Background: an optimization exercise with open tools, aiming at small area, a short achievable clock period and few clock cycles per item. Do not read the settings as production practice. Function was checked by simulation only, so behaviour that the tests miss may differ from the original. No activity file was given, so power comes from the tool's default toggle rates.

===== flow/design.v =====
package fra_pkg;
  localparam int OPERAND_BITS_DEF = 16;   
  localparam int FIELD_W          = 16;   
  localparam int RES_NUM_W        = 33;
  localparam int RES_DEN_W        = 32;
  typedef enum logic [1:0] {
    OP_ADD = 2'd0,
    OP_SUB = 2'd1,
    OP_MUL = 2'd2,
    OP_DIV = 2'd3
  } fra_op_e;
  typedef enum logic {
    STATUS_OK   = 1'b0,
    STATUS_ZERO = 1'b1
  } fra_status_e;
  typedef struct packed {
    fra_op_e            opcode;
    logic signed [15:0] num_a;
    logic signed [15:0] den_a;
    logic signed [15:0] num_b;
    logic signed [15:0] den_b;
  } fra_in_t;
  typedef struct packed {
    logic signed [RES_NUM_W-1:0] res_num;
    logic signed [RES_DEN_W-1:0] res_den;
    fra_status_e                 status;
  } fra_out_t;
endpackage
module fra_add #(
  parameter int W  = 33,
  parameter int KB = 15
) (
  input  logic [W-1:0] a_i,
  input  logic [W-1:0] b_i,
  input  logic         cin_i,
  input  logic         kill_i,
  input  logic         gen_i,
  output logic [W-1:0] s_o,
  output logic         cout_o
);
  localparam int L = $clog2(W);
  logic [W-1:0] p, g;
  logic [W-1:0] gg [L+1];
  logic [W-1:0] pp [L+1];
  always_comb begin
    p = a_i ^ b_i;
    g = a_i & b_i;
    pp[0] = p;
    gg[0] = g;
    gg[0][0] = g[0] | (p[0] & cin_i);
    pp[0][KB] = p[KB] & !kill_i;
    gg[0][KB] = (g[KB] | gen_i) & !kill_i;
    for (int l = 0; l < L; l++) begin
      for (int i = 0; i < W; i++) begin
        if (((i >> l) & 1) == 1) begin
          gg[l+1][i] = gg[l][i] | (pp[l][i] & gg[l][((i >> l) << l) - 1]);
          pp[l+1][i] = pp[l][i] & pp[l][((i >> l) << l) - 1];
        end else begin
          gg[l+1][i] = gg[l][i];
          pp[l+1][i] = pp[l][i];
        end
      end
    end
    s_o[0] = p[0] ^ cin_i;
    for (int i = 1; i < W; i++) s_o[i] = p[i] ^ gg[L][i-1];
    cout_o = gg[L][W-1];
  end
endmodule
module fra_sub2 #(
  parameter int W  = 33,
  parameter int KB = 15
) (
  input  logic [W-1:0] a_i,
  input  logic [W-1:0] b_i,
  input  logic         kill_i,
  output logic [W-1:0] dxy_o,
  output logic [W-1:0] dyx_o,
  output logic         eq_o
);
  localparam int L = $clog2(W);
  logic [W-1:0] p, g, pk;
  logic [W-1:0] gg [L+1];
  logic [W-1:0] pp [L+1];
  always_comb begin
    p = a_i ^ ~b_i;
    g = a_i & ~b_i;
    pp[0] = p;
    gg[0] = g;
    pp[0][KB] = p[KB] & !kill_i;
    gg[0][KB] = g[KB] & !kill_i;
    for (int l = 0; l < L; l++) begin
      for (int i = 0; i < W; i++) begin
        if (((i >> l) & 1) == 1) begin
          gg[l+1][i] = gg[l][i] | (pp[l][i] & gg[l][((i >> l) << l) - 1]);
          pp[l+1][i] = pp[l][i] & pp[l][((i >> l) << l) - 1];
        end else begin
          gg[l+1][i] = gg[l][i];
          pp[l+1][i] = pp[l][i];
        end
      end
    end
    dxy_o[0] = !p[0];
    dyx_o[0] = !p[0];
    for (int i = 1; i < W; i++) begin
      dxy_o[i] = p[i] ^ (gg[L][i-1] | pp[L][i-1]);
      dyx_o[i] = !(p[i] ^ gg[L][i-1]);
    end
    eq_o = pp[L][W-1];
  end
endmodule
module fraction_arith_reduce (
  input  logic              clk_i,
  input  logic              rst_ni,
  input  logic              in_valid_i,
  output logic              in_stall_o,
  input  fra_pkg::fra_in_t  in_data_i,
  output logic              out_valid_o,
  input  logic              out_stall_i,
  output fra_pkg::fra_out_t out_data_o
);
  typedef enum logic [2:0] {
    S_IDLE = 3'd0,
    S_MUL  = 3'd1,
    S_COMB = 3'd2,
    S_GCD  = 3'd3,
    S_OUT  = 3'd4
  } state_e;
  state_e state_q;
  logic [32:0] x_q, y_q, k00_q, k01_q;
  logic [31:0] k10_q, k11_q;
  logic        sp_q, sr_q, st_q;
  logic        sa_q, sb_q, tau_q;       
  logic        c00_q, c10_q, cx_q;      
  logic [4:0]  cnt_q;
  logic in_xfer, out_xfer;
  assign out_valid_o = (state_q == S_OUT);
  assign out_xfer    = out_valid_o && !out_stall_i;
  assign in_stall_o  = !((state_q == S_IDLE) || out_xfer);
  assign in_xfer     = in_valid_i && !in_stall_o;
  logic st_mul, st_comb, st_gcd;
  assign st_mul  = (state_q == S_MUL);
  assign st_comb = (state_q == S_COMB);
  assign st_gcd  = (state_q == S_GCD);
  logic [32:0] dxy, dyx, s0, s1;
  logic        s1_c;
  logic xy_eq;
  fra_sub2 #(.W(33)) u_sub (
    .a_i(x_q), .b_i(y_q), .kill_i(st_mul && tau_q),
    .dxy_o(dxy), .dyx_o(dyx), .eq_o(xy_eq)
  );
  fra_add #(.W(33)) u_s0 (
    .a_i(k00_q), .b_i(k01_q), .cin_i(1'b0),
    .kill_i(1'b0), .gen_i(st_mul && sa_q), .s_o(s0), .cout_o()
  );
  fra_add #(.W(32)) u_s1 (
    .a_i(k10_q), .b_i(k11_q), .cin_i(1'b0),
    .kill_i(1'b0), .gen_i(st_mul && sb_q), .s_o(s1[31:0]), .cout_o(s1_c)
  );
  assign s1[32] = s1_c;
  logic [15:0] ia, ib, ic, id;
  logic [1:0]  iop;
  logic        sa, sb, sc, sd, tau;
  logic [15:0] mag_a, mag_b, mag_d;
  logic [16:0] tc;
  assign ia  = in_data_i.num_a;
  assign ib  = in_data_i.den_a;
  assign ic  = in_data_i.num_b;
  assign id  = in_data_i.den_b;
  assign iop = in_data_i.opcode;
  assign sa  = ia[15];
  assign sb  = ib[15];
  assign sc  = ic[15];
  assign sd  = id[15];
  assign tau   = iop[1] ? sc : (sa ^ sb ^ sd ^ iop[0]);
  assign mag_a = ia ^ {16{sa}};
  assign mag_b = ib ^ {16{sb}};
  assign mag_d = id ^ {16{sd}};
  assign tc    = {ic[15], ic} ^ {17{tau}};
  logic [32:0] acc_k00, acc_k01, acc_x, acc_y;
  logic [31:0] acc_k10, acc_k11;
  assign acc_k00 = {17'd0, (iop == 2'd2) ? tc[15:0] : mag_d};
  assign acc_k01 = {1'b0, mag_a, 16'd0};
  assign acc_k10 = {16'd0, (iop == 2'd3) ? tc[15:0] : mag_d};
  assign acc_k11 = {mag_b, 16'd0};
  assign acc_x   = {17'd0, iop[1] ? 16'd0 : mag_b};
  assign acc_y   = {tc, 16'd0};
  logic [15:0] mor;
  logic [4:0]  mlen, mrem;
  logic        mul_last;
  assign mor = k00_q[15:0] | k10_q[15:0] | x_q[15:0];
  always_comb begin
    mlen = 5'd0;
    for (int i = 0; i < 16; i++) if (mor[i]) mlen = 5'(i + 1);
  end
  logic mcarry;
  assign mrem     = (cnt_q == 5'd0) ? mlen : cnt_q;
  assign mcarry   = (c00_q & k00_q[0]) | (c10_q & k10_q[0]) | (cx_q & x_q[0]);
  assign mul_last = (mrem <= 5'd1) && !mcarry;
  logic yneg, nz, dz, sgn;
  assign yneg = dyx[32];
  assign nz   = xy_eq;
  assign dz   = (k10_q == 32'd0);
  assign sgn  = sp_q ^ yneg ^ (sr_q & !dz);
  logic cb_even, cb_t2;
  assign cb_even = !dyx[0] && !k10_q[0];
  assign cb_t2   = !dyx[1] && !k10_q[1];
  logic x0, y0, xgt, t2xy, t2x, t2y, t2d;
  assign x0   = x_q[0];
  assign y0   = y_q[0];
  assign xgt  = dyx[32];
  assign t2xy = !x_q[1] && !y_q[1];
  assign t2x  = !x_q[1];
  assign t2y  = !y_q[1];
  assign t2d  = !(x_q[1] ^ y_q[1]);   
  logic       x_sum, y_sum, k0_sum, k1_sum;    
  logic [1:0] x_sh, y_sh, k0_sh, k1_sh;
  always_comb begin
    x_sum = 1'b0; y_sum = 1'b0; k0_sum = 1'b0; k1_sum = 1'b0;
    x_sh = 2'd0; y_sh = 2'd0; k0_sh = 2'd0; k1_sh = 2'd0;
    if (st_mul) begin
      x_sh  = 2'd1;
      k0_sh = 2'd1;
    end else if (st_comb) begin
      if (cb_even) begin
        x_sh = cb_t2 ? 2'd2 : 2'd1;
        y_sh = cb_t2 ? 2'd2 : 2'd1;
      end
    end else if (st_gcd) begin
      if (!x0 && !y0) begin
        x_sh = t2xy ? 2'd2 : 2'd1;
        y_sh = t2xy ? 2'd2 : 2'd1;
      end else if (!x0) begin
        x_sh  = t2x ? 2'd2 : 2'd1;
        k0_sh = t2x ? 2'd3 : 2'd2;
      end else if (!y0) begin
        y_sh  = t2y ? 2'd2 : 2'd1;
        k1_sh = t2y ? 2'd3 : 2'd2;
      end else if (xgt) begin
        x_sum  = 1'b1;
        x_sh   = t2d ? 2'd2 : 2'd1;
        k1_sum = 1'b1;
        k0_sh  = t2d ? 2'd3 : 2'd2;
      end else begin
        y_sum  = 1'b1;
        y_sh   = t2d ? 2'd2 : 2'd1;
        k0_sum = 1'b1;
        k1_sh  = t2d ? 2'd3 : 2'd2;
      end
    end
  end
  logic [32:0] x_src, y_src, x_nx, y_nx, k00_src, k01_src, k00_nx, k01_nx;
  logic [31:0] k10_src, k11_src, k10_nx, k11_nx;
  logic        k00_mb, k10_mb;
  logic x_mb;
  assign k00_mb  = st_mul ? (k00_q[0] ^ c00_q) : k0_sum;
  assign k10_mb  = st_mul ? (k10_q[0] ^ c10_q) : k0_sum;
  assign x_mb    = st_mul ? (x_q[0] ^ cx_q) : x_sum;
  assign x_src   = st_comb ? (yneg ? dxy : dyx) : x_mb ? dxy : x_q;
  assign y_src   = st_comb ? (nz ? 33'd0 : {1'b0, k10_q}) : y_sum ? dyx : y_q;
  assign k00_src = k00_mb ? s0  : k00_q;
  assign k10_src = k10_mb ? s1[31:0] : k10_q;
  assign k01_src = k1_sum ? s0  : k01_q;
  assign k11_src = k1_sum ? s1[31:0] : k11_q;
  always_comb begin
    unique case (x_sh)
      2'd1:    x_nx = {x_src[32], x_src[32:1]};
      2'd2:    x_nx = {{2{x_src[32]}}, x_src[32:2]};
      default: x_nx = x_src;
    endcase
    unique case (y_sh)
      2'd1:    y_nx = {y_src[32], y_src[32:1]};
      2'd2:    y_nx = {{2{y_src[32]}}, y_src[32:2]};
      default: y_nx = y_src;
    endcase
    unique case (k0_sh)
      2'd1: begin
        k00_nx = {1'b0, k00_src[32:1]};
        k10_nx = {(k10_mb & s1[32]), k10_src[31:1]};
      end
      2'd2: begin
        k00_nx = {k00_src[31:0], 1'b0};
        k10_nx = {k10_src[30:0], 1'b0};
      end
      2'd3: begin
        k00_nx = {k00_src[30:0], 2'b0};
        k10_nx = {k10_src[29:0], 2'b0};
      end
      default: begin
        k00_nx = k00_src;
        k10_nx = k10_src;
      end
    endcase
    unique case (k1_sh)
      2'd2: begin
        k01_nx = {k01_src[31:0], 1'b0};
        k11_nx = {k11_src[30:0], 1'b0};
      end
      2'd3: begin
        k01_nx = {k01_src[30:0], 2'b0};
        k11_nx = {k11_src[29:0], 2'b0};
      end
      default: begin
        k01_nx = k01_src;
        k11_nx = k11_src;
      end
    endcase
  end
  always_ff @(posedge clk_i) begin
    if (in_xfer) begin
      k00_q <= acc_k00;
      k01_q <= acc_k01;
      k10_q <= acc_k10;
      k11_q <= acc_k11;
      x_q   <= acc_x;
      y_q   <= acc_y;
      cnt_q <= 5'd0;
      sa_q  <= sa;
      sb_q  <= sb;
      tau_q <= tau;
      c00_q <= (iop == 2'd2) ? sc : sd;
      c10_q <= (iop == 2'd3) ? sc : sd;
      cx_q  <= !iop[1] && sb;
      sp_q  <= (iop == 2'd2) ? (sa ^ sc) : (sa ^ sd);
      sr_q  <= (iop == 2'd3) ? (sb ^ sc) : (sb ^ sd);
    end else if (st_comb) begin
      x_q   <= x_nx;
      y_q   <= y_nx;
      k00_q <= nz ? 33'd0 : (sgn ? {33{1'b1}} : 33'd1);
      k01_q <= 33'd0;
      k10_q <= {31'd0, nz & !dz};
      k11_q <= 32'd1;
      st_q  <= nz & dz;
    end else begin
      x_q   <= x_nx;
      y_q   <= (st_mul && mul_last) ? k00_nx : y_nx;
      k00_q <= k00_nx;
      k01_q <= k01_nx;
      k10_q <= k10_nx;
      k11_q <= k11_nx;
      if (st_mul) begin
        cnt_q <= mul_last ? 5'd0 : (mrem <= 5'd1) ? 5'd1 : mrem - 5'd1;
        c00_q <= c00_q & k00_q[0];
        c10_q <= c10_q & k10_q[0];
        cx_q  <= cx_q & x_q[0];
      end
    end
  end
  always_ff @(posedge clk_i or negedge rst_ni) begin
    if (!rst_ni) begin
      state_q <= S_IDLE;
    end else begin
      unique case (state_q)
        S_IDLE: if (in_xfer) state_q <= S_MUL;
        S_MUL:  if (mul_last) state_q <= S_COMB;
        S_COMB: state_q <= (nz || dz) ? S_OUT : S_GCD;
        S_GCD:  if (x0 && y0 && !xgt && nz) state_q <= S_OUT;
        S_OUT:  if (out_xfer) state_q <= in_xfer ? S_MUL : S_IDLE;
        default: state_q <= S_IDLE;
      endcase
    end
  end
  assign out_data_o.res_num = k00_q;
  assign out_data_o.res_den = k10_q;
  assign out_data_o.status  = fra_pkg::fra_status_e'(st_q);
endmodule
module fra_top (
  input  logic        clk_i,
  input  logic        rst_ni,
  input  logic        in_valid_i,
  output logic        in_stall_o,
  input  logic [1:0]  in_op_i,
  input  logic [15:0] in_num_a_i,
  input  logic [15:0] in_den_a_i,
  input  logic [15:0] in_num_b_i,
  input  logic [15:0] in_den_b_i,
  output logic        out_valid_o,
  input  logic        out_stall_i,
  output logic [32:0] out_num_o,
  output logic [31:0] out_den_o,
  output logic        out_status_o
);
  fra_pkg::fra_in_t  in_data;
  fra_pkg::fra_out_t out_data;
  assign in_data.opcode = fra_pkg::fra_op_e'(in_op_i);
  assign in_data.num_a  = in_num_a_i;
  assign in_data.den_a  = in_den_a_i;
  assign in_data.num_b  = in_num_b_i;
  assign in_data.den_b  = in_den_b_i;
  fraction_arith_reduce u_core (
    .clk_i       (clk_i),
    .rst_ni      (rst_ni),
    .in_valid_i  (in_valid_i),
    .in_stall_o  (in_stall_o),
    .in_data_i   (in_data),
    .out_valid_o (out_valid_o),
    .out_stall_i (out_stall_i),
    .out_data_o  (out_data)
  );
  assign out_num_o    = out_data.res_num;
  assign out_den_o    = out_data.res_den;
  assign out_status_o = out_data.status;
endmodule

===== flow/flow/run.sh =====
#!/bin/bash
# The standard layout (standard.sh: same synthesis, floorplan, power grid,
# clock and constraints), with these layout choices passed to ORFS's make:
#  - timing repair aims at a setup margin of 5.5 ns,
#  - the repairs may swap a cell for one of another footprint,
#  - ports are buffered with sky130_fd_sc_hd__buf_1 (every port still gets
#    its buffer; the resizer may upsize it),
#  - global placement packs cells to a density of 0.75,
#  - the clock tree is built from sky130_fd_sc_hd__clkbuf_8.
# ORFS's full output goes to standard.log.
set -euo pipefail
bash standard.sh SETUP_SLACK_MARGIN=5.5 MATCH_CELL_FOOTPRINT=0 PLACE_DENSITY=0.75 "CTS_BUF_LIST=sky130_fd_sc_hd__clkbuf_8" \
  "BUFFER_PORTS_ARGS=-buffer_cell sky130_fd_sc_hd__buf_1" finish > standard.log 2>&1

===== flow/standard.sh =====
#!/bin/bash
# synth_recipe.tcl (not shown) runs the flow's synth.tcl, then flattens the netlist and writes it again
# the make line also repeats each setting of config.mk as NAME=value (left out here)
make -C /OpenROAD-flow-scripts/flow DESIGN_CONFIG=/design/flow/config.mk WORK_HOME=/design/flow/orfs CLKGATE_MAP_FILE= SYNTH_SCRIPT=/design/flow/synth_recipe.tcl "${@:-finish}"

===== flow/config.mk =====
export PLATFORM = sky130hd
export DESIGN_NAME = fra_top
export DESIGN_NICKNAME = fra_top
export VERILOG_FILES = /design/flow/design.v
export SDC_FILE = /design/flow/constraint.sdc
export NUM_CORES = 4
export LEC_CHECK = 0
export CAP_MARGIN = 20
export CORE_MARGIN = 2
export CORE_UTILIZATION = 40
export SLEW_MARGIN = 20

===== flow/constraint.sdc =====
create_clock -name core_clock -period 10.0 [get_ports {clk_i}]
set_input_delay 2.0000 -clock core_clock [delete_from_list [all_inputs] [get_ports {clk_i}]]
set_output_delay 2.0000 -clock core_clock [all_outputs]
set_load 0.01 [all_outputs]

==> results.yml, run 1 <==
grt:
  antenna_found_initial: 2
  grt_max_degree: 72
  grt_usage_pct: 31.9
  grt_pass1_wl_microns: 125000
  first_global_vias: 20100
  overflow: 0
clock_network:
  cts-buffers-inserted: 43
  clock_latency_ns: 0.65
  cts_tree: "built"
  cts_buffer_depth: 3
  hold_buffers: 0
  h-tree-depth: 2
  root_buffer: "clkbuf_8"
  cts_num_sinks: 213
  clk_pin_slew_worst_paths_ns: 0.06
layout:
  fin_nets: 2907
  syn2layout_area_growth_pct: 13.3
  n_fill_cell: 4849
  antenna_cells: 0
  drive_gt1_share_pct: 9.93
  fin_area_sq_um: 22500
route:
  drcViolationCount: 0
  drt_iter0_markers: 3070
  first_pass_iters: 6
  vias_per_cell: 6.52
  wl_per_cell_microns: 24.9
  wl_microns: 84800
  drt.antenna.violating_nets: 0
  via_count: 22200
floorplanning:
  coreArea_sq_um: 49000
  fp.dieH_microns: 227
  floorplan.initialDensity_pct: 40.5
  dieArea_sq_um: 51400
  die_w_microns: 227
  rows: 81
  io_pins: 138
placed_design:
  numPortBuffers: 137
  dp_slack_ns: 3.46
  post-dp-hpwl_microns: 60100
  place.gp.congestion: 1.04
  post_dp_cell_area_sq_um: 20700
sta:
  whs_ns: 0.534
  finalCriticalPeriod_ns: 4.46
  skew_ns: 0.0316
  slew-limit-headroom_pct: 5.96
  hold_violations: 0
  max_freq_ghz: 0.224
  tightest_slew_ns: 1.40
  finalSetupViolCount: 0
  final_max_slew_viol_count: 0
  fin_ws_ns: 5.54
  finalCritPeriodShare_pct: 44.6
  grt_setup_unrepaired: "true"
  setup_tns_ns: 0
synthesis:
  synth.avg_cell_area_sq_um: 7.52
  synth_area_leaders: "dfxtp_1, ha_1, nand2_1, mux2i_1, a21oi_1"
  async_reset_ff_share_pct: 1.41
  ys_ff_latch: 213
  yosysUniqueCellTypes: 97
  synth-edff-count: 11
  synth_compound_area_share_pct: 30.6
  synth_top_family_by_area: "compound AO/OA/AOI/OAI gates"
  yosys_warnings: 10
  synthMuxAreaShare_pct: 6.43
  yosys.area.top_type: "dfxtp_1"
  yosys.area_share.simple_pct: 19.8
  synth-main-ff-cell: "dfxtp_1"
  synthCells: 2639
  synthXorXnorAreaFrac_pct: 6.89
  synth.top_cell.area_share_pct: 20.1
  yosysSeqAreaShare_pct: 22.1
  syn_area_sq_um: 19800
  synthAdderAreaFrac_pct: 8.19
  synth_nets: 2830
setup_path:
  crit_type: "reg -> reg"
  startpoint_type: "flop"
  cp_data_required_time_ns: 10.48
  path_max_fanout: 57
  arrival_ns: 4.94
  endpoint_kind: "flop"
min_path:
  hp-class: "reg -> reg"
power_and_ir_drop:
  power_w: 0.00193
  ir_drop_v: 0.0000834
  p_per_area_nw_per_um2: 86.1
  power_leakage_nw: 8.94
outcome:
  outcome: "timing/DRC/antenna clean"
flow_run:
  cap_viol_max_count: 0
[Yosys cell counts, types with 11 or more instances]
cell,count
o21ai_0,159
nand2b_1,20
o31ai_1,21
o21ai_1,13
o211ai_1,64
ha_1,106
o22ai_1,37
nor2_1,209
inv_1,89
edfxtp_1,11
dfxtp_1,199
a211oi_1,60
mux2i_1,108
nand4_1,20
xnor2_1,78
a22oi_1,12
a21oi_1,204
and3_1,21
a22o_1,13
fa_1,15
and2_1,17
buf_2,48
nand3_1,110
buf_4,13
clkbuf_1,110
or3_1,16
xor2_1,75
nand2_1,334
a31oi_1,29
a221oi_1,37
a21o_1,43
nor4_1,11
nor3_1,63
o221ai_1,34
a211o_1,17
o21a_1,15
a221o_1,16
[layout make-up]
class                           count  area [sq um]  area share, %
Multi-Input combinational cell   2153         14700           65.5
Sequential cell                   213          4390           19.5
Tap cell                          664           831           3.70
Clock inverter                     23           139          0.618
Inverter                           89           349           1.55
Timing Repair Buffer              216          1310           5.81
Clock buffer                       54           743           3.31
[sequential cells by signal, indices dropped and copies added (netlist names)]
name / flops
u_core.state_q: 3
u_core.k11_q: 32
u_core.cnt_q: 5
u_core.st_q: 1
u_core.sp_q: 1
u_core.y_q: 33
u_core.k10_q: 32
u_core.sr_q: 1
u_core.c00_q: 1
u_core.sb_q: 1
u_core.k00_q: 33
u_core.k01_q: 33
u_core.sa_q: 1
u_core.cx_q: 1
u_core.x_q: 33
u_core.c10_q: 1
u_core.tau_q: 1
[worst paths after layout]
path,slack [ns],end,cells past startpoint,from
max,5.54,u_core.y_q[24],15,u_core.y_q[0]
min,0.53,u_core.cnt_q[3],1,u_core.cnt_q[3]
max reg2reg,5.54,u_core.y_q[24],15,u_core.y_q[0]
min reg2reg,0.53,u_core.cnt_q[3],1,u_core.cnt_q[3]
max in group asynchronous,8.68,u_core.state_q[2],1,rst_ni
min in group asynchronous,1.17,u_core.state_q[1],1,rst_ni
[cells by family (layout without fill, tap and decap cells)]
| logic type | Yosys count | count (layout) |
|---|---|---|
| AND/OR/NAND/NOR | 868 | 868 |
| adder cells (fa/ha/maj) | 121 | 121 |
| AO/OA/AOI/OAI | 887 | 888 |
| XOR/XNOR | 154 | 154 |
| flip-flops | 213 | 213 |
| multiplexers | 120 | 122 |
| buffers and inverters | 276 | 382 |
[critical path, cell delays in order (launching register included)]
cell and delay, ns:
dfxtp_4 0.37, clkinvlp_4 0.13, ha_2 0.22, fa_2 0.39
a211oi_2 0.27, o211a_1 0.27, o31a_1 0.17, o21a_4 0.19
a31oi_4 0.15, xnor2_4 0.26, buf_4 0.31, a311o_2 0.50
buf_6 0.45, nand2_1 0.13, o21ai_1 0.25, o221ai_1 0.21
[power by group]
part	leakage [nW]	switching [W]	internal [W]	total, W
Sequential	1.81	0	0.000855	0.000855
Clock	0.507	0.000456	0.000514	0.000970
Combinational	6.63	0.0000783	0.0000312	0.000110
[stage by stage]
step                std cells  utilization (%)
floorplan                2639                -
global placement         3294             42.3
detailed placement       3294             42.3
CTS                      3396             45.2
global route             3412             45.9
finish                   3412             45.9
[cells in the final DEF (no fill, tap or decap), types with 34 or more instances in the layout]
master / Yosys / layout
clkbuf_8: 0 / 55
nor3_1: 63 / 57
o22ai_1: 37 / 36
o211ai_1: 64 / 64
nand2_1: 334 / 326
o21ai_0: 159 / 152
a21oi_1: 204 / 200
nand3_1: 110 / 109
mux2i_1: 108 / 104
dfxtp_1: 199 / 197
nor2_1: 209 / 199
inv_1: 89 / 97
ha_1: 106 / 98
o221ai_1: 34 / 34
xor2_1: 75 / 75
xnor2_1: 78 / 76
buf_1: 9 / 135
buf_4: 13 / 61
a21o_1: 43 / 42
a211oi_1: 60 / 59
[metal layers]
| metal | GRT usage (%) | wire length (microns) | share of wire, % |
|---|---|---|---|
| met1 | 42.1 | 32900 | 39 |
| met2 | 46.3 | 34800 | 41 |
| met3 | 7.00 | 10500 | 12 |
| met4 | 21.4 | 6590 | 7.8 |
| met5 | 0 | 12 | 0.014 |
[what timing repair did]
| action | CTS | global route |
|---|---|---|
| pin swaps | 5 | 9 |
| endpoints found under the setup margin | 200 | 97 |
| buffers inserted | 20 | 15 |
| endpoints found under the hold margin | 0 | 0 |
| gates resized for setup | 72 | 41 |
| cloned | 5 | 1 |
Testbench counts, summed over its fixed seeds: cycles 81,800, items 3,200.
==> run 2, diff against run 1 <==
==> flow/flow/run.sh (replaced) <==
#!/bin/bash
# The standard layout (standard.sh: same synthesis, floorplan, power grid,
# clock and constraints), with these layout choices passed to ORFS's make:
#  - timing repair aims at a setup margin of 5.25 ns,
#  - the repairs may swap a cell for one of another footprint,
#  - ports are buffered with sky130_fd_sc_hd__buf_1 (every port still gets
#    its buffer; the resizer may upsize it),
#  - global placement packs cells to a density of 0.75,
#  - the clock tree is built from sky130_fd_sc_hd__clkbuf_8.
# ORFS's full output goes to standard.log.
set -euo pipefail
bash standard.sh SETUP_SLACK_MARGIN=5.25 MATCH_CELL_FOOTPRINT=0 PLACE_DENSITY=0.75 "CTS_BUF_LIST=sky130_fd_sc_hd__clkbuf_8" \
  "BUFFER_PORTS_ARGS=-buffer_cell sky130_fd_sc_hd__buf_1" finish > standard.log 2>&1
==> results.yml, run 2 <==
outcome:
  outcome: "timing/DRC/antenna clean"
synthesis:
  yosys.area.top_type: "dfxtp_1"
  synth.avg_cell_area_sq_um: 7.52
  post-synth-top-count-cell: "nand2_1"
  syn_area_sq_um: 19800
  synth.top_cells.by_count: "nand2_1, nor2_1, a21oi_1, dfxtp_1, o21ai_0"
  synth.top_cell.area_share_pct: 20.1
  async_reset_ff_share_pct: 1.41
  yosys_warnings: 10
  synth_nets: 2830
  synth-edff-count: 11
  synth_area_leaders: "dfxtp_1, ha_1, nand2_1, mux2i_1, a21oi_1"
  synthCells: 2639
  synth-main-ff-cell: "dfxtp_1"
  yosysSeqAreaShare_pct: 22.1
  ys_ff_latch: 213
  yosysUniqueCellTypes: 97
layout:
  fin_nets: 2890
  layout_common_cells: "nand2_1, a21oi_1, nor2_1"
  final_common_cell: "nand2_1"
  antenna_cells: 0
  multi_input_area_sq_um: 14500
  drive_gt1_share_pct: 8.35
  n_fill_cell: 4884
  final_util_pct: 45.0
  syn2layout_area_growth_pct: 11.1
  regArea_sq_um: 4390
min_path:
  hold_path_depth: 1
  min_to: "u_core.cnt_q[3]"
  hp-class: "reg -> reg"
  hold_start: "u_core.cnt_q[3]"
clock_network:
  cts_tree: "built"
  root_buffer: "clkbuf_8"
  h-tree-depth: 2
  cts_buffer_depth: 3
  clock_latency_ns: 0.62
  clk_pin_slew_worst_paths_ns: 0.07
  cts-buffers-inserted: 42
  hold_buffers: 0
  cts_num_sinks: 213
floorplanning:
  rows: 81
  dieArea_sq_um: 51400
  fp.dieH_microns: 227
  io_pins: 138
  floorplan.initialDensity_pct: 40.5
  die_w_microns: 227
  coreArea_sq_um: 49000
sta:
  hold_violations: 0
  setup_tns_ns: 0
  finalCriticalPeriod_ns: 4.65
  grt_setup_unrepaired: "true"
  slew-limit-headroom_pct: 10.3
  finalCritPeriodShare_pct: 46.5
  final_max_slew_viol_count: 0
  skew_ns: 0.0208
  finalSetupViolCount: 0
  max_freq_ghz: 0.215
  whs_ns: 0.528
  fin_ws_ns: 5.35
  tightest_slew_ns: 1.34
power_and_ir_drop:
  p_per_area_nw_per_um2: 86.3
  power_leakage_nw: 8.79
  ir_drop_v: 0.0000873
  power_w: 0.00190
grt:
  first_global_vias: 19600
  overflow: 0
  grt_usage_pct: 31.0
  grt_pass1_wl_microns: 121000
  antenna_found_initial: 2
  grt_max_degree: 72
setup_path:
  crit_type: "reg -> reg"
  cpPeakStageDelay_ns: 0.96
  critical_path.top_delay_family: "compound AO/OA/AOI/OAI gates"
  cp_data_required_time_ns: 10.54
  endpoint_kind: "flop"
  r2r_slack_ns: 5.35
  crit_chain: "inv_1, ha_1, and2_1, o2111ai_1, o31a_1, o21a_4, a31o_4, xnor2_2, a211oi_4, buf_4, nor2_2, o21ai_0, o22ai_1"
  slowest_stage: "nor2_2"
  reg2reg_depth: 13
  r2r-start: "u_core.y_q[9]"
  reg2reg_to: "u_core.k10_q[27]"
  startpoint_type: "flop"
  arrival_ns: 5.19
  path_max_fanout: 71
  cp.buffers_inverters: 2
route:
  via_count: 22000
  wl_microns: 82500
  vias_per_cell: 6.48
  drt.antenna.violating_nets: 0
  first_pass_iters: 8
  wl_per_cell_microns: 24.3
  drt_iter0_markers: 3447
  drcViolationCount: 0
placed_design:
  dp_slack_ns: 3.17
  place.gp.congestion: 1.06
  numPortBuffers: 137
  post-dp-hpwl_microns: 59000
flow_run:
  cap_viol_max_count: 0
run 2: cell counts after synthesis:
Identical to the previous run, type by type.
run 2: cell type report:
class | instances | share of cell area (%)
clock inverter | 23 | 0.568
tap | 664 | 3.77
clock buffer | 53 | 3.31
inverter | 89 | 1.57
multi-input combinational | 2151 | 65.9
timing repair buffer | 202 | 4.97
sequential | 213 | 19.9
run 2: layer usage:
layer	routed length, microns	part of all wire (%)	track usage (%)	vias up
li1	-	-	-	9920
met1	31800	39	40.7	10200
met2	33900	41	45.4	1534
met3	10500	13	7.72	326
met4	6270	7.6	19.1	0
met5	0	0	0	-
run 2: worst register-to-register path: stages (launching register included):
cell	delay (ns)
dfxtp_1	0.41
inv_1	0.08
ha_1	0.44
and2_1	0.33
o2111ai_1	0.21
o31a_1	0.33
o21a_4	0.15
a31o_4	0.32
xnor2_2	0.41
a211oi_4	0.11
buf_4	0.34
nor2_2	1.01
o21ai_0	0.23
o22ai_1	0.20
run 2: what timing repair did:
item	in CTS	in global routing
gates resized for setup	41	16
pin swaps	3	1
setup buffers	17	7
gates cloned	2	1
setup endpoints to repair	194	141
run 2: power by group:
part           internal (W)  switching (W)
Clock              0.000502       0.000439
Combinational     0.0000310      0.0000748
Sequential         0.000855              0
run 2: kinds of logic (layout without fill, tap and decap cells):
group                    after synthesis  count (layout)  share of synthesized area [%]
adder cells (fa/ha/maj)              121             121                           8.19
flip-flops                           213             213                           22.1
XOR/XNOR                             154             154                           6.89
AO/OA/AOI/OAI                        887             888                           30.6
multiplexers                         120             120                           6.43
buffers and inverters                276             367                           6.03
AND/OR/NAND/NOR                      868             868                           19.8
run 2: worst max path at each step:
stage,depth (start not counted),endpoint,startpoint,slack [ns]
global placement,19,u_core.y_q[31],u_core.y_q[0],3.19
floorplan,21,u_core.y_q[29],u_core.y_q[0],5.50
finish,13,u_core.k10_q[27],u_core.y_q[9],5.35
CTS,14,u_core.k10_q[27],u_core.y_q[0],5.26
detailed placement,19,u_core.y_q[31],u_core.y_q[0],3.17
global route,22,u_core.x_q[0],u_core.y_q[0],5.18
run 2: per-stage QoR:
stage,cells,instance area (sq um)
2_1_floorplan,2639,19800
3_3_place_gp,3292,20700
3_5_place_dp,3292,20700
4_1_cts,3387,21900
5_1_grt,3395,22000
6_report,3395,22000
==> run 3, diff against run 2 <==
==> flow/flow/run.sh (replaced) <==
#!/bin/bash
# The standard layout (standard.sh: same synthesis, floorplan, power grid,
# clock and constraints), with these layout choices passed to ORFS's make:
#  - timing repair aims at a setup margin of 5.75 ns,
#  - the repairs may swap a cell for one of another footprint,
#  - ports are buffered with sky130_fd_sc_hd__buf_1 (every port still gets
#    its buffer; the resizer may upsize it),
#  - global placement packs cells to a density of 0.75,
#  - the clock tree is built from sky130_fd_sc_hd__clkbuf_8.
# ORFS's full output goes to standard.log.
set -euo pipefail
bash standard.sh SETUP_SLACK_MARGIN=5.75 MATCH_CELL_FOOTPRINT=0 PLACE_DENSITY=0.75 "CTS_BUF_LIST=sky130_fd_sc_hd__clkbuf_8" \
  "BUFFER_PORTS_ARGS=-buffer_cell sky130_fd_sc_hd__buf_1" finish > standard.log 2>&1
==> results.yml, run 3 <==
floorplanning:
  rows: 81
  io_pins: 138
  fp.dieH_microns: 227
  floorplan.initialDensity_pct: 40.5
  coreArea_sq_um: 49000
  dieArea_sq_um: 51400
  die_w_microns: 227
placed_design:
  place.gp.congestion: 1.04
  post-dp-hpwl_microns: 58400
  dp_slack_ns: 3.70
  numPortBuffers: 137
layout:
  syn2layout_area_growth_pct: 16.2
  final_util_pct: 47.1
  fin_nets: 2929
  antenna_cells: 0
  drive_gt1_share_pct: 12.0
  final_common_cell: "nand2_1"
  n_fill_cell: 4767
  layout_common_cells: "nand2_1, nor2_1, a21oi_1"
clock_network:
  cts_buffer_depth: 3
  hold_buffers: 0
  h-tree-depth: 2
  clk_pin_slew_worst_paths_ns: 0.06
  root_buffer: "clkbuf_8"
  cts_num_sinks: 213
  cts-buffers-inserted: 41
  cts_tree: "built"
  clock_latency_ns: 0.64
grt:
  grt_pass1_wl_microns: 123000
  overflow: 0
  grt_max_degree: 76
  antenna_found_initial: 0
  grt_usage_pct: 31.4
  first_global_vias: 20400
power_and_ir_drop:
  p_per_area_nw_per_um2: 83.2
  power_leakage_nw: 9.11
  ir_drop_v: 0.000100
setup_path:
  r2r-start: "u_core.y_q[0]"
  endpoint_kind: "output pin"
  reg2reg_depth: 17
  startpoint_type: "input port"
  path_max_fanout: 2
  crit_type: "in -> out"
  cp_data_required_time_ns: 8.00
  arrival_ns: 2.36
  critPathLaunch: "out_stall_i"
synthesis:
  synthCells: 2639
  synth_nets: 2830
  synth_area_leaders: "dfxtp_1, ha_1, nand2_1, mux2i_1, a21oi_1"
  yosys_warnings: 10
  ys_ff_latch: 213
  synth-edff-count: 11
  yosysSeqAreaShare_pct: 22.1
  synth-main-ff-cell: "dfxtp_1"
  syn_area_sq_um: 19800
  synth.avg_cell_area_sq_um: 7.52
  synth.top_cells.by_count: "nand2_1, nor2_1, a21oi_1, dfxtp_1, o21ai_0"
  post-synth-top-count-cell: "nand2_1"
  yosys.area.top_type: "dfxtp_1"
  async_reset_ff_share_pct: 1.41
  yosysUniqueCellTypes: 97
  synth.top_cell.area_share_pct: 20.1
route:
  via_count: 22400
  first_pass_iters: 6
  drt_iter0_markers: 3125
  drcViolationCount: 0
  drt.antenna.violating_nets: 0
  vias_per_cell: 6.54
  wl_per_cell_microns: 24.8
  wl_microns: 84900
outcome:
  outcome: "timing/DRC/antenna clean"
min_path:
  hold_start: "u_core.cnt_q[2]"
  hp-class: "reg -> reg"
  hold_path_depth: 1
sta:
  skew_ns: 0.0338
  finalCritPeriodShare_pct: 43.6
  finalCriticalPeriod_ns: 4.36
  max_freq_ghz: 0.229
  setup_tns_ns: 0
  fin_ws_ns: 5.64
  tightest_slew_ns: 1.27
  hold_violations: 0
  slew-limit-headroom_pct: 15.0
  finalSetupViolCount: 0
  final_max_slew_viol_count: 0
  grt_setup_unrepaired: "true"
flow_run:
  cap_viol_max_count: 0
[run 3: cell types whose count changed in the layout (fill, tap and decap cells not counted), sizes merged]
| cell | change |
|---|---|
| a311o | -1 |
| clkinv | -1 |
| clkinvlp | +2 |
| clkbuf | +9 |
| inv | -6 |
| buf | +33 |
[run 3: through the flow]
| step | cells | hold slack [ns] | instance area [sq um] | power, W |
|---|---|---|---|---|
| final | 3431 | 0.521 | 23100 | 0.00192 |
| after global placement | 3297 | 0.494 | 20800 | 0.000978 |
| after detailed placement | 3297 | 0.500 | 20800 | 0.000976 |
| after global routing | 3431 | 0.552 | 23100 | 0.00195 |
| after CTS | 3399 | 0.515 | 22200 | 0.00190 |
| after floorplan | 2639 | 0.456 | 19900 | 0.000928 |
[run 3: cells by family after synthesis]
group                      Yosys count  share of synthesized area [%]
adders and majority gates          121                           8.19
and+or+nand+nor                    868                           19.8
buffers and inverters              276                           6.03
xor gates and xnor gates           154                           6.89
AOI/OAI and AO/OA                  887                           30.6
DFF                                213                           22.1
muxes                              120                           6.43
[run 3: final cells by class]
cell class,instances,area (sq um),share of cell area (%)
clock buffers,54,743,3.22
repair buffers,243,1630,7.07
inverters,89,349,1.51
multi-input cells,2150,15000,65.0
clock inverters,18,109,0.472
well taps,664,831,3.60
flip-flops and latches,213,4400,19.1
[run 3: final timing paths]
| check | to | slack, ns |
|---|---|---|
| worst max-delay path | in_stall_o | 5.64 |
| worst min-delay path | u_core.cnt_q[2] | 0.52 |
| worst max register to register | u_core.k11_q[29] | 5.65 |
| worst min register to register | u_core.cnt_q[2] | 0.52 |
| max in group asynchronous | u_core.state_q[1] | 8.67 |
| min in group asynchronous | u_core.state_q[0] | 1.18 |
[run 3: worst max-delay path: stages]
cell and delay [ns]:
buf_8 0.10, nand2_4 0.07, nand2_4 0.05, buf_6 0.14
[run 3: routing by layer]
metal	track usage, %	routed length, microns
met5	0	0
met4	22.1	7290
met3	8.99	11300
met2	45.6	34400
met1	39.8	31900
[run 3: repair_timing]
item	4_1_cts	5_1_grt
buffers inserted	27	26
pin swaps	10	27
endpoints found under the setup margin	198	127
gates resized for setup	86	108
gates cloned	3	6
[run 3: report_power, final]
part / internal [W] / switching (W)
Sequential: 0.000855 / 0
Clock: 0.000508 / 0.000445
Combinational: 0.0000321 / 0.0000789
==> run 4, diff against run 3 <==
--- a/flow/flow/run.sh
+++ b/flow/flow/run.sh
@@ -6,8 +6,8 @@
 #  - ports are buffered with sky130_fd_sc_hd__buf_1 (every port still gets
 #    its buffer; the resizer may upsize it),
 #  - global placement packs cells to a density of 0.75,
-#  - the clock tree is built from sky130_fd_sc_hd__clkbuf_8.
+#  - the clock tree is built from sky130_fd_sc_hd__clkbuf_4 / _8, 20 sinks a cluster.
 # ORFS's full output goes to standard.log.
 set -euo pipefail
-bash standard.sh SETUP_SLACK_MARGIN=5.75 MATCH_CELL_FOOTPRINT=0 PLACE_DENSITY=0.75 "CTS_BUF_LIST=sky130_fd_sc_hd__clkbuf_8" \
+bash standard.sh SETUP_SLACK_MARGIN=5.75 MATCH_CELL_FOOTPRINT=0 PLACE_DENSITY=0.75 "CTS_BUF_LIST=sky130_fd_sc_hd__clkbuf_4 sky130_fd_sc_hd__clkbuf_8" CTS_CLUSTER_SIZE=20 \
   "BUFFER_PORTS_ARGS=-buffer_cell sky130_fd_sc_hd__buf_1" finish > standard.log 2>&1
==> results.yml, run 4 <==
outcome:
  outcome: "timing/DRC/antenna clean"
clock_network:
  hold_buffers: 0
  cts_tree: "built"
  clk_pin_slew_worst_paths_ns: 0.06
  cts_buffer_depth: 3
  cts_num_sinks: 213
  clock_latency_ns: 0.65
  h-tree-depth: 2
  cts-buffers-inserted: 41
  root_buffer: "clkbuf_8"
floorplanning:
  floorplan.initialDensity_pct: 40.5
  rows: 81
  dieArea_sq_um: 51400
  io_pins: 138
  die_w_microns: 227
  coreArea_sq_um: 49000
  fp.dieH_microns: 227
grt:
  first_global_vias: 20400
  grt_usage_pct: 31.4
  antenna_found_initial: 0
  overflow: 0
  grt_max_degree: 76
  grt_pass1_wl_microns: 123000
route:
  wl_per_cell_microns: 24.7
  drt_iter0_markers: 3038
  first_pass_iters: 7
  wl_microns: 84800
  via_count: 22500
  drt.antenna.violating_nets: 0
  drcViolationCount: 0
  vias_per_cell: 6.55
setup_path:
  startpoint_type: "input port"
  crit_type: "in -> out"
  reg2reg_to: "u_core.y_q[6]"
  cp.buffers_inverters: 2
  cpMostUsedCell: "nand2_4"
  cp_data_required_time_ns: 8.00
  reg2reg_depth: 15
  cpPeakStageDelay_ns: 0.14
  crit_chain: "buf_8, nand2_4, nand2_4, buf_6"
  critical_path.top_delay_family: "buffers and inverters"
  r2r_slack_ns: 5.71
  path_max_fanout: 2
  r2r-start: "u_core.y_q[0]"
  endpoint_kind: "output pin"
  arrival_ns: 2.36
  slowest_stage: "buf_6"
placed_design:
  numPortBuffers: 137
  post-dp-hpwl_microns: 58400
  post_dp_cell_area_sq_um: 20800
  dp_slack_ns: 3.70
  place.gp.congestion: 1.04
layout:
  drive_gt1_share_pct: 12.2
  fin_nets: 2928
  fin_area_sq_um: 23100
  layout_common_cells: "nand2_1, nor2_1, a21oi_1"
  regArea_sq_um: 4400
  multi_input_area_sq_um: 15000
  n_fill_cell: 4758
  syn2layout_area_growth_pct: 16.2
  final_common_cell: "nand2_1"
  antenna_cells: 0
synthesis:
  yosysSeqAreaShare_pct: 22.1
  synth_area_leaders: "dfxtp_1, ha_1, nand2_1, mux2i_1, a21oi_1"
  syn_area_sq_um: 19800
  async_reset_ff_share_pct: 1.41
  yosysUniqueCellTypes: 97
  synth.avg_cell_area_sq_um: 7.52
  synth-edff-count: 11
  ys_ff_latch: 213
  synth.top_cell.area_share_pct: 20.1
  post-synth-top-count-cell: "nand2_1"
  yosys.area.top_type: "dfxtp_1"
  synth.top_cells.by_count: "nand2_1, nor2_1, a21oi_1, dfxtp_1, o21ai_0"
  yosys_warnings: 10
  synth_nets: 2830
  synth-main-ff-cell: "dfxtp_1"
  synthCells: 2639
power_and_ir_drop:
  p_per_area_nw_per_um2: 84.5
  ir_drop_v: 0.000104
  power_leakage_nw: 9.10
min_path:
  hold_start: "u_core.cnt_q[2]"
  hold_path_depth: 1
  hp-class: "reg -> reg"
  min_to: "u_core.cnt_q[2]"
sta:
  fin_ws_ns: 5.64
  setup_tns_ns: 0
  slew-limit-headroom_pct: 13.6
  hold_violations: 0
  finalCriticalPeriod_ns: 4.36
  max_freq_ghz: 0.229
  skew_ns: 0.0425
  finalSetupViolCount: 0
  grt_setup_unrepaired: "true"
  final_max_slew_viol_count: 0
  finalCritPeriodShare_pct: 43.6
  tightest_slew_ns: 1.29
flow_run:
  cap_viol_max_count: 0
[run 4: cell counts after synthesis]
No cell type changed its count.
[run 4: through the flow]
step	hold slack [ns]	std cells	utilization (%)	power (W)
after floorplan	0.456	2639	-	0.000928
after global placement	0.494	3297	42.4	0.000978
after detailed placement	0.500	3297	42.4	0.000976
after CTS	0.515	3399	45.4	0.00194
after global routing	0.552	3430	47.1	0.00199
final	0.525	3430	47.1	0.00195
[run 4: cell families (layout without fill, tap and decap cells)]
kind of cell | after synthesis | in the layout | share of synthesized area, %
AOI/OAI and AO/OA | 887 | 887 | 30.6
xor gates and xnor gates | 154 | 154 | 6.89
adders and majority gates | 121 | 121 | 8.19
buffers and inverters | 276 | 403 | 6.03
DFF | 213 | 213 | 22.1
muxes | 120 | 120 | 6.43
and+or+nand+nor | 868 | 868 | 19.8
[run 4: how the worst max path moves through the flow]
| stage | from | end | slack, ns | cells past startpoint |
|---|---|---|---|---|
| 2_1_floorplan | u_core.y_q[0] | u_core.y_q[2] | 5.78 | 19 |
| 3_3_place_gp | u_core.y_q[0] | u_core.y_q[31] | 3.80 | 20 |
| 3_5_place_dp | u_core.y_q[0] | u_core.y_q[24] | 3.70 | 21 |
| 4_1_cts | out_stall_i | in_stall_o | 5.63 | 4 |
| 5_1_grt | u_core.y_q[0] | u_core.x_q[13] | 5.55 | 16 |
| 6_report | out_stall_i | in_stall_o | 5.64 | 4 |
[run 4: final cells by class]
type	count	area share, %
clock buffers	63	3.52
clock inverters	9	0.326
inverters	89	1.51
multi-input cells	2150	65.0
flip-flops and latches	213	19.1
well taps	664	3.60
repair buffers	242	6.99
[run 4: power breakdown]
part,leakage (nW),total (W),internal (W),switching [W]
Combinational,6.82,0.000111,0.0000321,0.0000791
Clock,0.468,0.000983,0.000541,0.000442
Sequential,1.81,0.000855,0.000855,0
[run 4: worst reg2reg max path: cells and delay by family, from the launching register on]
kind / cells / cell delay [ns]
AO/OA/AOI/OAI: 6 / 1.29
adder cells (fa/ha/maj): 2 / 0.62
buffers and inverters: 2 / 0.46
flip-flops: 1 / 0.36
multiplexers: 4 / 1.21
AND/OR/NAND/NOR: 1 / 0.26
[run 4: timing repair]
item,CTS,global route
resized for setup,86,104
cloned,3,5
endpoints found under the hold margin,0,0
setup endpoints to repair,198,127
pin swaps,10,28
setup buffers,27,26
[run 4: metal layers]
layer	global-route usage [%]	up-vias	wire [microns]
met3	9.01	406	11400
met1	39.8	10500	31900
met4	22.1	0	7170
li1	-	9969	-
met2	45.6	1621	34400
met5	0	-	0
==> run 5, diff against run 4 <==
==> flow/flow/run.sh (replaced) <==
#!/bin/bash
# The standard layout (standard.sh: same synthesis, floorplan, power grid,
# clock and constraints), with these layout choices passed to ORFS's make:
#  - timing repair aims at a setup margin of 5.85 ns,
#  - the repairs may swap a cell for one of another footprint,
#  - ports are buffered with sky130_fd_sc_hd__buf_1 (every port still gets
#    its buffer; the resizer may upsize it),
#  - global placement packs cells to a density of 0.75,
#  - the clock tree is built from sky130_fd_sc_hd__clkbuf_4 / _8, 20 sinks a cluster.
# ORFS's full output goes to standard.log.
set -euo pipefail
bash standard.sh SETUP_SLACK_MARGIN=5.85 MATCH_CELL_FOOTPRINT=0 PLACE_DENSITY=0.75 "CTS_BUF_LIST=sky130_fd_sc_hd__clkbuf_4 sky130_fd_sc_hd__clkbuf_8" CTS_CLUSTER_SIZE=20 \
  "BUFFER_PORTS_ARGS=-buffer_cell sky130_fd_sc_hd__buf_1" finish > standard.log 2>&1
==> results.yml, run 5 <==
setup_path:
  slowest_stage: "buf_6"
  cpPeakStageDelay_ns: 0.14
  endpoint_kind: "output pin"
  crit_type: "in -> out"
  reg2reg_depth: 15
  cp_data_required_time_ns: 8.00
  r2r_slack_ns: 5.67
  startpoint_type: "input port"
  arrival_ns: 2.36
  path_max_fanout: 2
  reg2reg_to: "u_core.y_q[18]"
  crit_chain: "buf_8, nand2_4, nand2_2, buf_6"
  r2r-start: "u_core.x_q[0]"
synthesis:
  synth-edff-count: 11
  synth.top_cells.by_count: "nand2_1, nor2_1, a21oi_1, dfxtp_1, o21ai_0"
  synth.avg_cell_area_sq_um: 7.52
  ys_ff_latch: 213
  synth_nets: 2830
  synthCells: 2639
  async_reset_ff_share_pct: 1.41
  yosysSeqAreaShare_pct: 22.1
  synth_area_leaders: "dfxtp_1, ha_1, nand2_1, mux2i_1, a21oi_1"
  yosys_warnings: 10
  synth.top_cell.area_share_pct: 20.1
  synth-main-ff-cell: "dfxtp_1"
  post-synth-top-count-cell: "nand2_1"
  yosys.area.top_type: "dfxtp_1"
  syn_area_sq_um: 19800
  yosysUniqueCellTypes: 97
layout:
  layout_common_cells: "nand2_1, nor2_1, a21oi_1"
  regArea_sq_um: 4410
  drive_gt1_share_pct: 16.2
  fin_nets: 2972
  multi_input_area_sq_um: 15400
  syn2layout_area_growth_pct: 20.8
  n_fill_cell: 4695
  final_util_pct: 49.0
  antenna_cells: 0
  final_cells: 3477
  final_common_cell: "nand2_1"
sta:
  setup_tns_ns: 0
  hold_violations: 0
  skew_ns: 0.0344
  grt_setup_unrepaired: "true"
  final_max_slew_viol_count: 0
  slew-limit-headroom_pct: 20.2
  max_freq_ghz: 0.229
  tightest_slew_ns: 1.18
  finalCriticalPeriod_ns: 4.36
  fin_ws_ns: 5.64
  finalSetupViolCount: 0
  finalCritPeriodShare_pct: 43.6
power_and_ir_drop:
  power_w: 0.00195
  switchingPower_w: 0.000542
  sw_frac_of_total_pct: 27.8
  power_leakage_nw: 9.50
  p_int_w: 0.00141
  clockPowerShare_pct: 50.1
  p_seq_share_pct: 43.8
  pwr-share-comb_pct: 6.1
  p_per_area_nw_per_um2: 81.4
  ir_drop_v: 0.0000980
clock_network:
  cts_buffer_depth: 3
  h-tree-depth: 2
  cts_tree: "built"
  clock_latency_ns: 0.64
  cts_num_sinks: 213
  clk_pin_slew_worst_paths_ns: 0.06
  cts-buffers-inserted: 43
  root_buffer: "clkbuf_8"
  hold_buffers: 0
grt:
  grt_max_degree: 77
  grt_pass1_wl_microns: 127000
  grt_usage_pct: 32.6
  antenna_found_initial: 4
  first_global_vias: 20300
  overflow: 0
route:
  drcViolationCount: 0
  wl_per_cell_microns: 26.2
  wl_microns: 91100
  drt_iter0_markers: 3225
  vias_per_cell: 6.63
  drt.antenna.violating_nets: 0
  first_pass_iters: 9
  via_count: 23000
floorplanning:
  rows: 81
  die_w_microns: 227
  floorplan.initialDensity_pct: 40.5
  dieArea_sq_um: 51400
  io_pins: 138
  fp.dieH_microns: 227
  coreArea_sq_um: 49000
flow_run:
  cap_viol_max_count: 0
min_path:
  hp-class: "reg -> reg"
  hold_path_depth: 1
  min_to: "u_core.cnt_q[2]"
  hold_start: "u_core.cnt_q[2]"
placed_design:
  place.gp.congestion: 1.01
  dp_slack_ns: 3.82
  post-dp-hpwl_microns: 60300
  numPortBuffers: 137
  placed_cells: 3299
outcome:
  outcome: "timing/DRC/antenna clean"
## run 5: cell counts after synthesis
Identical to the previous run, type by type.
## run 5: timing repair
item	in CTS	in global routing
buffers inserted	34	45
endpoints found under the setup margin	202	159
pin swaps	14	49
gates resized for setup	121	191
cloned	6	16
## run 5: per-stage QoR
| step | hold WS (ns) | instance area (sq um) |
|---|---|---|
| finish | 0.519 | 24000 |
| global route | 0.539 | 24000 |
| CTS | 0.517 | 22500 |
| detailed placement | 0.502 | 20800 |
| global placement | 0.500 | 20800 |
| floorplan | 0.456 | 19900 |
## run 5: worst max-delay path by stage
stage	startpoint	endpoint	cells after the start
after floorplan	u_core.y_q[0]	u_core.y_q[29]	21
after CTS	out_stall_i	in_stall_o	4
final	out_stall_i	in_stall_o	4
after global routing	u_core.x_q[5]	u_core.y_q[16]	14
after detailed placement	u_core.y_q[0]	u_core.x_q[0]	21
after global placement	u_core.y_q[0]	u_core.x_q[0]	21
## run 5: cells by family after synthesis
group,count (synthesis),synth area share [%]
AOI/OAI and AO/OA,887,30.6
DFF,213,22.1
adders and majority gates,121,8.19
xor gates and xnor gates,154,6.89
and+or+nand+nor,868,19.8
buffers and inverters,276,6.03
muxes,120,6.43
## run 5: worst max-delay path, delay by kind of cell
family | cells | cell delay, ns
buffers and inverters | 2 | 0.25
and+or+nand+nor | 2 | 0.11
## run 5: final cells by class
class | instances | share of cell area [%]
Multi-Input combinational cell | 2155 | 64.2
Sequential cell | 213 | 18.4
Timing Repair Buffer | 279 | 8.75
Tap cell | 664 | 3.46
Clock buffer | 65 | 3.39
Inverter | 89 | 1.50
Clock inverter | 12 | 0.313
## run 5: power groups by stage
stage               combinational, W  clock (W)  sequential, W
floorplan                  0.0000537          0       0.000874
global placement            0.000106          0       0.000874
detailed placement          0.000106          0       0.000874
CTS                         0.000107   0.000973       0.000855
global route                0.000119    0.00100       0.000855
finish                      0.000118   0.000978       0.000855
## run 5: per-layer routing
layer	share of wire [%]	vias up	wire [microns]	GRT usage, %
met5	0.064	-	58	0
met4	8.4	8	7700	21.7
met3	14	461	12400	7.23
met2	41	1840	37600	47.8
met1	37	10700	33400	42.8
li1	-	10100	-	-
==> run 6, diff against run 5 <==
==> flow/flow/run.sh (replaced) <==
#!/bin/bash
# The standard layout (standard.sh: same synthesis, floorplan, power grid,
# clock and constraints), with these layout choices passed to ORFS's make:
#  - timing repair aims at a setup margin of 5.65 ns,
#  - the repairs may swap a cell for one of another footprint,
#  - ports are buffered with sky130_fd_sc_hd__buf_1 (every port still gets
#    its buffer; the resizer may upsize it),
#  - global placement packs cells to a density of 0.75,
#  - the clock tree is built from sky130_fd_sc_hd__clkbuf_4 / _8, 20 sinks a cluster.
# ORFS's full output goes to standard.log.
set -euo pipefail
bash standard.sh SETUP_SLACK_MARGIN=5.65 MATCH_CELL_FOOTPRINT=0 PLACE_DENSITY=0.75 "CTS_BUF_LIST=sky130_fd_sc_hd__clkbuf_4 sky130_fd_sc_hd__clkbuf_8" CTS_CLUSTER_SIZE=20 \
  "BUFFER_PORTS_ARGS=-buffer_cell sky130_fd_sc_hd__buf_1" finish > standard.log 2>&1
==> results.yml, run 6 <==
outcome:
  outcome: "timing/DRC/antenna clean"
route:
  drcViolationCount: 0
  wl_per_cell_microns: 25.1
  drt.antenna.violating_nets: 0
  first_pass_iters: 7
  drt_iter0_markers: 3006
  wl_microns: 86100
  vias_per_cell: 6.58
  via_count: 22600
sta:
  finalCritPeriodShare_pct: 43.7
  setup_tns_ns: 0
  tightest_slew_ns: 1.31
  skew_ns: 0.0416
  finalSetupViolCount: 0
  final_max_slew_viol_count: 0
  hold_violations: 0
  slew-limit-headroom_pct: 12.1
  max_freq_ghz: 0.229
  finalCriticalPeriod_ns: 4.37
  grt_setup_unrepaired: "true"
synthesis:
  ys_ff_latch: 213
  yosys_warnings: 10
  synth.top_cell.area_share_pct: 20.1
  yosysUniqueCellTypes: 97
  synth_area_leaders: "dfxtp_1, ha_1, nand2_1, mux2i_1, a21oi_1"
  async_reset_ff_share_pct: 1.41
  synth.top_cells.by_count: "nand2_1, nor2_1, a21oi_1, dfxtp_1, o21ai_0"
  synth-main-ff-cell: "dfxtp_1"
  post-synth-top-count-cell: "nand2_1"
  synth.avg_cell_area_sq_um: 7.52
  synthCells: 2639
  syn_area_sq_um: 19800
  synth-edff-count: 11
  yosys.area.top_type: "dfxtp_1"
  yosysSeqAreaShare_pct: 22.1
  synth_nets: 2830
grt:
  overflow: 0
  first_global_vias: 19900
  antenna_found_initial: 2
  grt_max_degree: 72
  grt_pass1_wl_microns: 125000
  grt_usage_pct: 32.2
floorplanning:
  die_w_microns: 227
  fp.dieH_microns: 227
  floorplan.initialDensity_pct: 40.5
  dieArea_sq_um: 51400
  io_pins: 138
  coreArea_sq_um: 49000
  rows: 81
clock_network:
  h-tree-depth: 2
  cts_num_sinks: 213
  cts_buffer_depth: 3
  cts_tree: "built"
  cts-buffers-inserted: 42
  hold_buffers: 0
  clock_latency_ns: 0.66
  root_buffer: "clkbuf_8"
  clk_pin_slew_worst_paths_ns: 0.06
layout:
  syn2layout_area_growth_pct: 14.9
  n_fill_cell: 4845
  final_common_cell: "nand2_1"
  drive_gt1_share_pct: 11.4
  fin_nets: 2929
  layout_common_cells: "nand2_1, nor2_1, a21oi_1"
setup_path:
  cp_data_required_time_ns: 8.00
  path_max_fanout: 2
  crit_type: "in -> out"
  startpoint_type: "input port"
  arrival_ns: 2.37
  endpoint_kind: "output pin"
placed_design:
  numPortBuffers: 137
  post-dp-hpwl_microns: 59800
  place.gp.congestion: 1.01
power_and_ir_drop:
  power_leakage_nw: 9.06
  ir_drop_v: 0.0000890
  power_w: 0.00196
  p_per_area_nw_per_um2: 86.1
min_path:
  hp-class: "reg -> reg"
flow_run:
  cap_viol_max_count: 0
## run 6: cells by family after synthesis
kind of cell,Yosys count,share of synthesized area [%]
compound gates,887,30.6
simple gates,868,19.8
buf+inv,276,6.03
flops,213,22.1
xor+xnor,154,6.89
fa+ha+maj,121,8.19
mux,120,6.43
## run 6: final timing paths
check | slack, ns | startpoint | cells after the start | endpoint
worst max-delay path | 5.63 | out_stall_i | 4 | in_stall_o
worst min-delay path | 0.53 | u_core.cnt_q[3] | 1 | u_core.cnt_q[3]
worst max register to register | 5.68 | u_core.x_q[9] | 20 | u_core.x_q[0]
worst min register to register | 0.53 | u_core.cnt_q[3] | 1 | u_core.cnt_q[3]
max in group asynchronous | 8.68 | rst_ni | 1 | u_core.state_q[0]
min in group asynchronous | 1.17 | rst_ni | 1 | u_core.state_q[2]
## run 6: through the flow
stage | util [%] | setup slack (ns) | cells | hold WS [ns] | cell area [sq um]
3_5_place_dp | 42.3 | 3.07 | 3294 | 0.500 | 20700
4_1_cts | 45.4 | 5.63 | 3402 | 0.518 | 22200
5_1_grt | 46.6 | 5.52 | 3432 | 0.543 | 22800
3_3_place_gp | 42.3 | 3.13 | 3294 | 0.497 | 20700
6_report | 46.6 | 5.63 | 3434 | 0.525 | 22800
2_1_floorplan | - | 5.66 | 2639 | 0.456 | 19900
## run 6: timing repair
action,CTS,global route
pin swaps,7,20
setup buffers,29,26
cloned,5,4
setup endpoints to repair,200,118
gates resized for setup,77,64
## run 6: worst max-delay path, cell delays in order
cell and delay [ns]:
buf_8 0.10, nand2_4 0.06, nand2_2 0.06, buf_6 0.15
## run 6: power breakdown
part           switching, W  leakage (nW)  internal (W)
Combinational     0.0000805          6.77     0.0000318
Clock              0.000454         0.480      0.000542
Sequential                0          1.81      0.000855
Total              0.000535          9.06       0.00143
## run 6: area by class of cell
| cell class | count | area [sq um] | share of cell area, % |
|---|---|---|---|
| Timing Repair Buffer | 239 | 1530 | 6.69 |
| Clock buffer | 68 | 855 | 3.75 |
| Antenna cell | 2 | 5.00 | 0.0219 |
| Multi-Input combinational cell | 2153 | 14800 | 64.9 |
| Clock inverter | 6 | 50.0 | 0.219 |
| Sequential cell | 213 | 4400 | 19.3 |
| Tap cell | 664 | 831 | 3.64 |
| Inverter | 89 | 345 | 1.51 |
## run 6: layer usage
metal / GRT usage [%] / part of all wire (%) / vias to the layer above
met5: 0 / 0.016 / -
met4: 21.6 / 8.1 / 2
met3: 8.63 / 13 / 395
met2: 46.5 / 41 / 1681
met1: 41.6 / 38 / 10500
li1: - / - / 10000

==> separate check: timing with driven ports <==
How much do the figures lean on ideal ports? The routed layouts below were timed once more, with nothing changed but the port constraints.
Step 1: set_driving_cell puts a clkbuf_16 on clk_i and a buf_2 on each other input, an assumption about the parent block.
Step 2, shift: input delay + t, output delay - t, t = (earliest + latest rising clock arrival at the registers) / 2. This alone moves slack from input paths to output paths.
a / b / c = ideal / step 1 / step 2; a / b = the first two.
| run | t (ns) | setup WS [ns] | worst slew at a driven data input, ns | cell pins on the clock port's net |
|---|---|---|---|---|
| run 1 | 0.690 | 5.536 / 5.511 / 5.101 | 0.07 | 1 |
| run 2 | 0.663 | 5.354 / 5.332 / 5.112 | 0.07 | 1 |
| run 3 | 0.678 | 5.642 / 5.600 / 5.219 | 0.07 | 1 |
| run 4 | 0.679 | 5.638 / 5.596 / 5.160 | 0.07 | 1 |
| run 5 | 0.679 | 5.636 / 5.592 / 5.096 | 0.06 | 1 |
| run 6 | 0.693 | 5.633 / 5.586 / 5.079 | 0.07 | 1 |
After both steps every run listed still meets setup and hold. The setup slack of run 6, which loses most, moves by -0.047 ns with the drivers and by -0.554 ns with both steps.
